Source: an optimization exercise on an open RTL-to-GDS flow (aim: small area, a short achievable clock period and few clock cycles). Production flows keep margins and buffers that such runs may drop.
Function was checked by simulation only, so behaviour that the tests miss may differ from the original.

## flow/design.v (module list and top-level ports; edited modules follow where they fit)
// module gcn_sequencer: 27 lines
// module gcn_adjacency: 29 lines
// module gcn_aggregate: 397 lines
// module gcn_transform: 21 lines
// module gcn_mac: 136 lines
// module gcn_fa: 10 lines
// module gcn_ha: 9 lines
// module gcn_argmax: 33 lines
// module gcn_cls: 172 lines
// module gcn_top: 65 lines
module gcn_top (
    input  logic                                      clk,
    input  logic                                      rst_n,
    input  logic                                      start,
    input  logic [6-1:0][3-1:0]    edge_src,
    input  logic [6-1:0][3-1:0]    edge_dst,
    input  logic [6-1:0][5-1:0]    feat_col,
    input  logic [3-1:0][5-1:0]  weight_row,
    output logic                                      feat_re,
    output logic [4-1:0]                    feat_addr,
    output logic [6-1:0][2-1:0]   y,
    output logic                                      done
);
  // ...
==> flow/run.sh <==
#!/bin/bash
# synth_recipe.tcl (not shown) runs the flow's synth.tcl, then flattens the netlist and writes it again
# the make line also repeats each setting of config.mk as NAME=value (left out here)
make -C /OpenROAD-flow-scripts/flow DESIGN_CONFIG=/design/flow/config.mk WORK_HOME=/design/flow/orfs CLKGATE_MAP_FILE= SYNTH_SCRIPT=/design/flow/synth_recipe.tcl finish
==> flow/config.mk <==
export PLATFORM = sky130hd
export DESIGN_NAME = gcn_top
export DESIGN_NICKNAME = gcn_top
export VERILOG_FILES = /design/flow/design.v
export SDC_FILE = /design/flow/constraint.sdc
export NUM_CORES = 4
export LEC_CHECK = 0
export ABC_CLOCK_PERIOD_IN_PS = 3000
export CAP_MARGIN = 20
export CORE_MARGIN = 2
export CORE_UTILIZATION = 40
export CTS_BUF_LIST = sky130_fd_sc_hd__clkbuf_8
export CTS_CLUSTER_DIAMETER = 60
export CTS_CLUSTER_SIZE = 16
export SETUP_SLACK_MARGIN = 3.8
export SLEW_MARGIN = 20
export SYNTH_HIERARCHICAL = 1
==> flow/constraint.sdc <==
create_clock -name core_clock -period 7.5 [get_ports {clk}]
set_input_delay 1.5000 -clock core_clock [delete_from_list [all_inputs] [get_ports {clk}]]
set_output_delay 1.5000 -clock core_clock [all_outputs]
set_load 0.01 [all_outputs]
==> flow_metrics.py, run 1 <==
metrics = {
    "floorplanning": {
        "dieArea_um2": 106000,
        "taps": 1368,
        "rows": 117,
    },
    "setup_path": {
        "ff2ff_setup_slack_ns": 4.00,
        "path_buf_inv": 0,
        "arrival_ns": 4.14,
        "cp-end-kind": "register",
        "cp_max_fo": 12,
        "cpMostUsedCell": "ha_1",
    },
    "place": {
        "globalplace.congestion": 0.987,
        "io_buffers": 100,
        "dp_cells": 5550,
    },
    "detailed_routing": {
        "ant_nets": 0,
        "via_per_inst": 5.44,
        "via_count": 30826,
        "drc": 0,
        "wl_met3_um": 5060,
        "wl_met2_um": 45900,
        "finalWirelength_um": 105000,
    },
    "grt": {
        "grt_most_used_layer": "met2",
        "met1_usage": 0.285,
    },
    "finish": {
        "layout_common_cells": "ha_1 (575), xnor2_1 (464), dfxtp_1 (335)",
        "clkCellAreaFrac": 0.0260,
        "multi_input_area_um2": 31400,
        "register_area_um2": 8400,
        "final_common_cell": "ha_1",
        "final_nets": 5224,
    },
    "job": {
        "maxCapViolCount": 0,
    },
    "cts": {
        "cts_resized": 13,
    },
    "status": {
        "status": "complete, no violations",
    },
    "worst_hold_path": {
        "min_to": "i_agg.wdiff[9]",
    },
    "sta": {
        "rsz0062_at_grt": "true",
        "worst_pin_slew_ns": 0.996,
    },
    "synth": {
        "syn_area_per_cell_um2": 9.69,
    },
}
Testbench counts, summed over its fixed seeds: cycles 8,064.
==> inputs of run 2 (changes only) <==
--- a/flow/config.mk
+++ b/flow/config.mk
@@ -9,9 +9,9 @@
 export CAP_MARGIN = 20
 export CORE_MARGIN = 2
 export CORE_UTILIZATION = 40
-export CTS_BUF_LIST = sky130_fd_sc_hd__clkbuf_8
-export CTS_CLUSTER_DIAMETER = 60
-export CTS_CLUSTER_SIZE = 16
-export SETUP_SLACK_MARGIN = 3.8
+export CTS_BUF_LIST = sky130_fd_sc_hd__clkbuf_16
+export CTS_CLUSTER_DIAMETER = 80
+export CTS_CLUSTER_SIZE = 20
+export SETUP_SLACK_MARGIN = 4.0
 export SLEW_MARGIN = 20
 export SYNTH_HIERARCHICAL = 1
==> flow_metrics.py, run 2 <==
metrics = {
    "detailed_routing": {
        "finalWirelength_um": 114000,
        "drc": 0,
        "drt_pre_antenna_iters": 5,
        "wire_per_inst_um": 20.1,
        "drt_iter0_drc": 2162,
        "via_per_inst": 5.53,
        "via_count": 31435,
        "ant_nets": 0,
    },
    "finish": {
        "layout_common_cells": "ha_1 (570), xnor2_1 (463), fa_1 (308)",
        "nFillCells": 9763,
        "largest-register": "i_xfm.g_node.g_cls.u_mac.acc",
        "final_nets": 5252,
        "drive_gt1_frac": 0.137,
        "area_growth_pct": 10.5,
        "register_area_um2": 8480,
        "largest_register_ffs": 216,
        "reg_top3": "i_xfm.g_node.g_cls.u_mac.acc: 216 flops, i_agg.agg_sum: 48 flops, i_agg.xr: 30 flops",
        "multi_input_area_um2": 31500,
        "final_common_cell": "ha_1",
    },
    "worst_hold_path": {
        "hp-class": "reg2reg",
    },
    "setup_path": {
        "required_ns": 8.02,
        "cp-end-kind": "register",
        "path_class": "reg2reg",
        "start_kind": "register",
        "cp_max_fo": 48,
        "arrival_ns": 3.96,
    },
    "place": {
        "io_buffers": 100,
        "globalplace.congestion": 0.987,
        "hpwl_um": 77600,
    },
    "floorplanning": {
        "dieArea_um2": 106000,
        "fp.dieH_um": 325,
        "die_w_um": 325,
        "coreArea_um2": 102000,
        "ios": 102,
        "rows": 117,
        "start_util": 0.404,
    },
    "synth": {
        "yosys_warnings": 11,
        "synth_fp_nets": 5225,
        "syn_area_per_cell_um2": 9.69,
        "synthCells": 4258,
        "synth.cell_area_um2": 41300,
    },
    "sta": {
        "fin_skew_ns": 0.0305,
        "fin_crit_sh": 0.459,
        "tns_ns": 0,
        "worst_pin_slew_ns": 0.992,
        "setup_viol": 0,
        "finalCriticalPeriod_ns": 3.44,
        "finalHoldViolations": 0,
        "rsz0062_at_grt": "true",
        "timing.fmax_mhz": 291,
        "report.final.slew_viol_count": 0,
        "maxSlewHeadroom": 0.330,
    },
    "status": {
        "status": "complete, no violations",
    },
    "cts": {
        "htree_levels": 2,
        "insertion_delay_ns": 0.61,
        "cts_tree": "built",
        "cts.sinks": 399,
        "root_buffer": "clkbuf_16",
        "numCtsBuffers": 34,
        "cts_hold_buf": 0,
        "cts.path.max_buffers": 3,
        "clkTransAtPathRegs_ns": 0.09,
    },
    "grt": {
        "grt_pass1_vias": 30811,
        "antenna_found_initial": 4,
        "grt_max_degree": 49,
        "gr-total-overflow": 0,
        "grt.total_usage": 0.199,
        "grt_pass1_wl_um": 170000,
    },
    "job": {
        "maxCapViolCount": 0,
    },
}
run 2: cell count changes in the layout (fill, tap and decap cells not counted), sizes merged:
cell | previous run | this run
buf | 44 | 72
bufinv | 5 | 0
clkinv | 12 | 7
diode | 4 | 1
inv | 141 | 139
clkbuf | 53 | 54
clkinvlp | 1 | 0
run 2: metrics by stage:
step	hold slack, ns	std cells	area, µm²	util	worst slack, ns
6_report	0.394	5680	45600	0.447	4.06
3_3_place_gp	0.371	5550	43200	0.423	3.50
2_1_floorplan	0.331	4258	41300	-	4.31
5_1_grt	0.389	5679	45600	0.447	3.90
3_5_place_dp	0.373	5550	43200	0.423	3.46
4_1_cts	0.387	5645	44800	0.439	4.00
run 2: timing repair:
item                       4_1_cts  5_1_grt
setup buffers                   33       19
gates resized for setup         42      104
setup endpoints to repair      140       57
pin swaps                        0       24
cloned                           0       15
run 2: path summary, 6_finish.rpt:
check	from	to	slack (ns)	depth (start not counted)
worst max-delay path	i_agg.wdiff[4]	i_xfm.g_node[0].g_cls[1].u_mac.acc[10]	4.06	12
worst min-delay path	i_agg.wd_r[6]	i_agg.wdiff[9]	0.39	0
worst max register to register	i_agg.wdiff[4]	i_xfm.g_node[0].g_cls[1].u_mac.acc[10]	4.06	12
worst min register to register	i_agg.wd_r[6]	i_agg.wdiff[9]	0.39	0
max in group asynchronous	rst_n	i_argmax.done	6.04	1
min in group asynchronous	rst_n	i_seq.cnt[1]	1.18	1
run 2: worst max-delay path, stage by stage, from the launching register on:
cell and delay, ns:
dfxtp_2 0.35, buf_12 0.27, a22oi_1 0.18, xnor2_2 0.19, fa_1 0.59, fa_1 0.42, ha_1 0.28, ha_1 0.20
o211ai_1 0.29, nand2_1 0.10, ha_1 0.19, nor2_1 0.12, xnor2_1 0.12
run 2: area by class of cell:
cell class                      count  area share
Antenna cell                        1   0.0000549
Clock buffer                       38      0.0209
Clock inverter                     24     0.00439
Inverter                          122      0.0100
Multi-Input combinational cell   3540       0.692
Sequential cell                   399       0.186
Tap cell                         1368      0.0375
Timing Repair Buffer              188      0.0494
run 2: per-layer routing:
metal	vias up	global-route usage	routed length (µm)
met5	-	0	0
met4	0	0.0541	3780
met3	194	0.0270	7480
met2	888	0.312	49500
met1	15331	0.285	53400
li1	15022	-	-
==> inputs of run 3 (changes only) <==
==> flow/config.mk (replaced) <==
export PLATFORM = sky130hd
export DESIGN_NAME = gcn_top
export DESIGN_NICKNAME = gcn_top
export VERILOG_FILES = /design/flow/design.v
export SDC_FILE = /design/flow/constraint.sdc
export NUM_CORES = 4
export LEC_CHECK = 0
export CAP_MARGIN = 20
export CORE_MARGIN = 2
export CORE_UTILIZATION = 60
export PLACE_DENSITY = 0.7
export SETUP_SLACK_MARGIN = 4.0
export SLEW_MARGIN = 20
export SYNTH_HIERARCHICAL = 1
==> flow_metrics.py, run 3 <==
metrics = {
    "finish": {
        "drive_gt1_frac": 0.145,
        "layout_common_cells": "ha_1 (570), xnor2_1 (463), fa_1 (308)",
        "nFillCells": 5412,
        "final_common_cell": "ha_1",
        "area_growth_pct": 11.1,
        "largest-register": "i_xfm.g_node.g_cls.u_mac.acc",
        "reg_top3": "i_xfm.g_node.g_cls.u_mac.acc: 216 flops, i_agg.agg_sum: 48 flops, i_agg.xr: 30 flops",
        "stdcell_area_um2": 45800,
        "largest_register_ffs": 216,
        "final_nets": 5278,
    },
    "worst_hold_path": {
        "hold_depth": 0,
        "hp-class": "reg2reg",
    },
    "setup_path": {
        "cp-end-kind": "register",
        "required_ns": 8.02,
        "cpPeakStageDelay_ns": 0.54,
        "cp_num_cells": 11,
        "crit_chain": "buf_4, and2_1, fa_1, fa_1, fa_1, ha_1, a21o_2, a21o_1, ha_1, nor2_1, xnor2_1",
        "cp_top_family": "adder cells",
        "path_class": "reg2reg",
        "arrival_ns": 3.98,
        "path_buf_inv": 1,
        "critPathSlowestCell": "fa_1",
        "rr_worst_depth": 11,
        "start_kind": "register",
        "cpMostUsedCell": "fa_1",
        "cp_max_fo": 9,
    },
    "grt": {
        "grt.total_usage": 0.297,
        "antenna_found_initial": 3,
        "grt_max_degree": 49,
        "grt_pass1_vias": 31890,
        "gr-total-overflow": 0,
        "grt_pass1_wl_um": 169000,
    },
    "detailed_routing": {
        "drc": 0,
        "wl_met3_um": 9480,
        "drt_iter0_drc": 2624,
        "via_per_inst": 6.12,
        "wl_met2_um": 49200,
        "wire_per_inst_um": 21.3,
        "wl_met1_um": 48300,
        "finalWirelength_um": 112000,
        "ant_nets": 0,
        "drt_pre_antenna_iters": 5,
        "via_count": 32025,
        "top_layer": "met5",
    },
    "sta": {
        "fin_skew_ns": 0.0191,
        "fin_crit_sh": 0.461,
        "finalCriticalPeriod_ns": 3.45,
        "maxSlewHeadroom": 0.402,
        "tns_ns": 0,
        "finalHoldViolations": 0,
        "setup_viol": 0,
        "report.final.slew_viol_count": 0,
        "rsz0062_at_grt": "true",
        "worst_pin_slew_ns": 0.884,
        "timing.fmax_mhz": 289,
    },
    "place": {
        "io_buffers": 100,
        "postPlaceCellArea_um2": 42600,
        "globalplace.congestion": 1.04,
        "hpwl_um": 75300,
    },
    "synth": {
        "synth.cell_area_um2": 41300,
        "yosys_warnings": 11,
        "syn_area_per_cell_um2": 9.69,
        "synthCells": 4258,
        "synth_fp_nets": 5225,
    },
    "status": {
        "status": "complete, no violations",
    },
    "cts": {
        "htree_levels": 2,
        "insertion_delay_ns": 0.62,
        "clkTransAtPathRegs_ns": 0.07,
        "cts_hold_buf": 0,
        "cts_tree": "built",
        "cts.sinks": 399,
        "root_buffer": "clkbuf_16",
        "numCtsBuffers": 50,
        "cts.path.max_buffers": 3,
    },
    "floorplanning": {
        "start_util": 0.604,
        "ios": 102,
        "coreArea_um2": 68300,
        "rows": 96,
        "die_w_um": 266,
        "fp.dieH_um": 266,
        "dieArea_um2": 70900,
    },
    "job": {
        "maxCapViolCount": 0,
    },
}
==> run 3: worst paths after layout <==
check / slack [ns] / start / endpoint
worst max-delay path: 4.05 / i_adj.tri_r[4] / i_agg.agg_sum[36]
worst min-delay path: 0.34 / i_agg.wd_r[6] / i_agg.wdiff[9]
worst max register to register: 4.05 / i_adj.tri_r[4] / i_agg.agg_sum[36]
worst min register to register: 0.34 / i_agg.wd_r[6] / i_agg.wdiff[9]
max in group asynchronous: 6.14 / rst_n / i_seq.cnt[0]
min in group asynchronous: 1.14 / rst_n / i_argmax.done
==> run 3: repair_timing <==
action	4_1_cts	5_1_grt
setup endpoints to repair	143	60
setup buffers	19	45
pin swaps	1	19
cloned	0	13
gates resized for setup	39	101
==> run 3: layout make-up <==
class	count	area [µm²]	share of cell area
inverters	122	458	0.00999
clock buffers	65	1470	0.0320
multi-input cells	3540	31500	0.688
repair buffers	198	2370	0.0518
clock inverters	27	427	0.00931
well taps	882	1100	0.0241
flip-flops and latches	399	8480	0.185
diodes	4	10.0	0.000218
==> run 3: layer usage <==
metal	up-vias	track usage
li1	15098	-
met1	15445	0.406
met2	1215	0.480
met3	265	0.0503
met4	2	0.0943
met5	-	0
==> run 3: per-stage QoR <==
step / cells / hold WS (ns) / utilization / setup slack (ns)
2_1_floorplan: 4258 / 0.331 / - / 4.31
3_3_place_gp: 5063 / 0.347 / 0.622 / 3.55
3_5_place_dp: 5064 / 0.338 / 0.623 / 3.51
4_1_cts: 5175 / 0.342 / 0.656 / 4.00
5_1_grt: 5233 / 0.348 / 0.671 / 3.97
6_report: 5237 / 0.338 / 0.671 / 4.05

static timing again, ports no longer ideal:
How much do the figures lean on ideal ports? The routed layouts below were timed once more, with nothing changed but the port constraints. Step 1 assumes that a clkbuf_16 drives the clock port and a buf_2 every other input. Step 2 also shifts input and output timing later by t, the mid clock arrival at the registers, as if the neighbouring blocks saw the same clock. Slacks: ideal / step 1 / step 2; pairs: ideal / step 1.
| run | shift t [ns] | setup slack, ns | latest minus earliest clock arrival (ns) | worst slew at a driven data input, ns |
|---|---|---|---|---|
| run 1 | 0.752 | 3.996 / 3.996 / 3.578 | 0.047 / 0.048 | 0.09 |
| run 2 | 0.665 | 4.061 / 4.061 / 3.563 | 0.033 / 0.032 | 0.09 |
| run 3 | 0.678 | 4.045 / 4.045 / 3.481 | 0.020 / 0.019 | 0.06 |
After both steps every run listed still meets setup and hold. The setup slack of run 3, which loses most, moves by 0.000 ns with the drivers and by -0.564 ns with both steps.
